Background: an optimization exercise with open tools, aiming at small area, a short achievable clock period and few clock cycles per item. Do not read the settings as production practice. Function was checked by simulation only, so behaviour that the tests miss may differ from the original. Power and IR drop assume default switching activity.

## hlsm_dp_param
module hlsm_dp_param (
  input  logic        Clk,
  input  logic        Rst,
  input  logic        Start,
  input  logic [31:0] a,
  input  logic [31:0] b,
  input  logic [31:0] c,
  output logic        Busy,
  output logic        Done,
  output logic [31:0] z,
  output logic [31:0] x,
  output logic        Ovf
);
==> flow/config.mk <==
export PLATFORM = sky130hd
export DESIGN_NAME = hlsm_dp_param
export DESIGN_NICKNAME = hlsm_dp_param
export VERILOG_FILES = /design/flow/design.v
export SDC_FILE = /design/flow/constraint.sdc
export NUM_CORES = 4
export LEC_CHECK = 0
export CAP_MARGIN = 20
export CORE_MARGIN = 2
export CORE_UTILIZATION = 40
export CTS_BUF_LIST = sky130_fd_sc_hd__clkbuf_4 sky130_fd_sc_hd__clkbuf_8
export SLEW_MARGIN = 20
export SYNTH_HIERARCHICAL = 1
export SYNTH_MINIMUM_KEEP_SIZE = 0
==> flow/constraint.sdc <==
create_clock -name core_clock -period 12.5 [get_ports {Clk}]
set_input_delay 2.5000 -clock core_clock [delete_from_list [all_inputs] [get_ports {Clk}]]
set_output_delay 2.5000 -clock core_clock [all_outputs]
set_load 0.01 [all_outputs]
standard.sh (not shown) runs the stock make flow with config.mk's settings and CLKGATE_MAP_FILE= SYNTH_SCRIPT=/design/flow/synth_recipe.tcl, a recipe that flattens the netlist after the stock synthesis.
==> flow/flow/run.sh <==
#!/bin/bash
# Own layout flow: the standard flow (standard.sh) in three parts.
#  1. standard synthesis, unchanged;
#  2. flow/downsize.tcl: every combinational cell that synthesis mapped to a
#     drive strength above 1 is set to strength 1 (same function and pins); the
#     resizer later upsizes what timing needs;
#  3. the rest of the standard flow, with a tighter internal repair target for
#     setup (SETUP_SLACK_MARGIN; the SDC is unchanged) and buf_2 port buffers.
# Each tool's output goes to a log file of its own here (and ORFS's per-step
# logs under orfs/logs).
set -euo pipefail
MARGIN=${MARGIN:-6}
bash standard.sh synth > make_synth.log 2>&1
openroad -no_init -exit flow/downsize.tcl > downsize.log 2>&1
bash standard.sh SETUP_SLACK_MARGIN=$MARGIN \
  "BUFFER_PORTS_ARGS=-buffer_cell sky130_fd_sc_hd__buf_2" finish > make_finish.log 2>&1
==> flow/flow/downsize.tcl <==
# Set combinational cells of drive strength > 1 to strength 1 in 1_synth.odb.
set odb_file orfs/results/sky130hd/hlsm_dp_param/base/1_synth.odb
read_db $odb_file
set db [ord::get_db]
set n 0
foreach inst [[ord::get_db_block] getInsts] {
  set m [$inst getMaster]
  set name [$m getName]
  if {[regexp {^(sky130_fd_sc_hd__)(\w+)_([0-9]+)$} $name -> pre base size]} {
    if {$size <= 1} continue
    if {[regexp {^(df|edf|sdf|dl|clk|buf|inv|conb|tap|fill|decap)} $base]} continue
    set small [$db findMaster ${pre}${base}_1]
    if {$small eq "NULL" || $small eq ""} continue
    # same pin names required
    set p1 [lsort [lmap t [$m getMTerms] {$t getName}]]
    set p2 [lsort [lmap t [$small getMTerms] {$t getName}]]
    if {$p1 ne $p2} continue
    $inst swapMaster $small
    incr n
  }
}
puts "downsized $n cells"
write_db $odb_file
The starting point completed with no timing, DRC or antenna violations.
Testbench counts at the start, summed over its fixed seeds: cycles 4,800, items 2,400.
Change:
--- a/flow/flow/run.sh
+++ b/flow/flow/run.sh
@@ -11,3 +11,3 @@
 set -euo pipefail
-MARGIN=${MARGIN:-6}
+MARGIN=${MARGIN:-7.5}
 bash standard.sh synth > make_synth.log 2>&1
Final area increases by about 5%.
Wire length rises by 6.2%.
Worst setup slack improved by 0.55 ns.
Sequential share of layout area fell by 0.58 points.
Register-to-register slack improved by 0.65 ns.
Global-route usage went up by 1.2 points.
Final cell count rises by about 3%.

========
Another version of the RTL of hlsm_dp_param (not shown whole).
For scale: about 2100 cells after synthesis, about 170 I/O pins.
clock: 12.5 ns
lec_check: 0
cap_margin: 20
core_margin: 2
core_utilization: 40
slew_margin: 20
synth_hierarchical: 1
synth_minimum_keep_size: 0
==> flow/flow/run.sh <==
#!/bin/bash
# Own layout flow: the standard flow (standard.sh) in three parts.
#  1. standard synthesis, unchanged;
#  2. flow/downsize.tcl: every combinational cell that synthesis mapped to a
#     drive strength above 1 is set to strength 1 (same function and pins); the
#     resizer later upsizes what timing needs;
#  3. the rest of the standard flow, with a tighter internal repair target for
#     setup (SETUP_SLACK_MARGIN; the SDC is unchanged) and buf_2 port buffers.
# Each tool's output goes to a log file of its own here (and ORFS's per-step
# logs under orfs/logs).
set -euo pipefail
MARGIN=${MARGIN:-7.5}
bash standard.sh synth > make_synth.log 2>&1
openroad -no_init -exit flow/downsize.tcl > downsize.log 2>&1
bash standard.sh SETUP_SLACK_MARGIN=$MARGIN \
  "BUFFER_PORTS_ARGS=-buffer_cell sky130_fd_sc_hd__buf_2" finish > make_finish.log 2>&1
Scripts as last shown in full above: flow/flow/downsize.tcl
Testbench counts at the start, summed over its fixed seeds: cycles 4,800, items 2,400.
Rerun with:
==> flow/run.sh (new file) <==
#!/bin/bash
# synth_recipe.tcl (not shown) runs the flow's synth.tcl, then flattens the netlist and writes it again
# the make line also repeats each setting of config.mk as NAME=value (left out here)
make -C /OpenROAD-flow-scripts/flow DESIGN_CONFIG=/design/flow/config.mk WORK_HOME=/design/flow/orfs CLKGATE_MAP_FILE= SYNTH_SCRIPT=/design/flow/synth_recipe.tcl finish
- SETUP_SLACK_MARGIN: unset -> 5
removed: flow/flow/run.sh
removed: flow/flow/downsize.tcl
removed: flow/standard.sh
After rerunning: The new run completed without violations; die area grows by 6.2%; design area grows by 0.36%; sequential power is about the same; worst setup slack degrades by 870 ps; global-route usage shrinks by 1.6 points; area after synthesis grows by 6.3%; core utilization shrinks by 3.0 points; power shrinks by 7.3%; fmax shrinks by 13%; via count shrinks by 3.7%; clock power grows by 7.7%.
Rerun with:
==> flow/flow/run.sh (new file) <==
#!/bin/bash
set -euo pipefail
bash standard.sh SETUP_SLACK_MARGIN=${MARGIN:-7.5} \
  "BUFFER_PORTS_ARGS=-buffer_cell sky130_fd_sc_hd__buf_2" finish > flow_make.log 2>&1
==> flow/standard.sh (new file) <==
#!/bin/bash
# synth_recipe.tcl (not shown) runs the flow's synth.tcl, then flattens the netlist and writes it again
# the make line also repeats each setting of config.mk as NAME=value (left out here)
make -C /OpenROAD-flow-scripts/flow DESIGN_CONFIG=/design/flow/config.mk WORK_HOME=/design/flow/orfs CLKGATE_MAP_FILE= SYNTH_SCRIPT=/design/flow/synth_recipe.tcl "${@:-finish}"
- SETUP_SLACK_MARGIN: 5 -> unset
removed: flow/run.sh
Effect: The changed run finished with timing, DRC and antenna clean. Final area goes up by 5.6%. Power rose by 6.5%. Count of clock-buffer cells in the layout rose by 6. Combinational power came out higher by 8.6%. Global-route usage rose by 1.1 points. Setup slack is better by 920 ps. Worst hold slack gets worse by 9.0 ps. Die area does not change. Via count goes up by 3.6%. Routed wire length went up by 5.2%.

what the ideal ports hide:
The flow's constraints put no driver on any port. The routed layouts listed below were extracted and timed again, unchanged, in two steps.
Step 1 (the two cells are an assumption about what drives the block):
set clk [get_ports {Clk}]
set_driving_cell -lib_cell sky130_fd_sc_hd__clkbuf_16 $clk
set_driving_cell -lib_cell sky130_fd_sc_hd__buf_2 [delete_from_list [all_inputs] $clk]
Step 2, shift: input delay + t, output delay - t, t = (earliest + latest rising clock arrival at the registers) / 2. This alone moves slack from input paths to output paths.
Slacks: ideal ports / drivers / drivers and shift; pairs: ideal ports / drivers.
| run | t (ns) | setup WS [ns] | worst setup path after step 2 |
|---|---|---|---|
| the first run of note 1 | 0.676 | 6.897 / 6.897 / 6.897 | register to register |
| the second run of note 1 | 0.679 | 7.446 / 7.389 / 6.941 | input to register |
| the first run of note 2 | 0.644 | 6.879 / 6.879 / 6.861 | input to register |
| the second run of note 2 | 0.643 | 6.012 / 6.012 / 5.518 | input to register |
| the third run of note 2 | 0.644 | 6.927 / 6.927 / 6.864 | input to register |
After both steps every run listed still meets setup and hold. The setup slack of the second run of note 1, which loses most, moves by -0.057 ns with the drivers and by -0.505 ns with both steps.
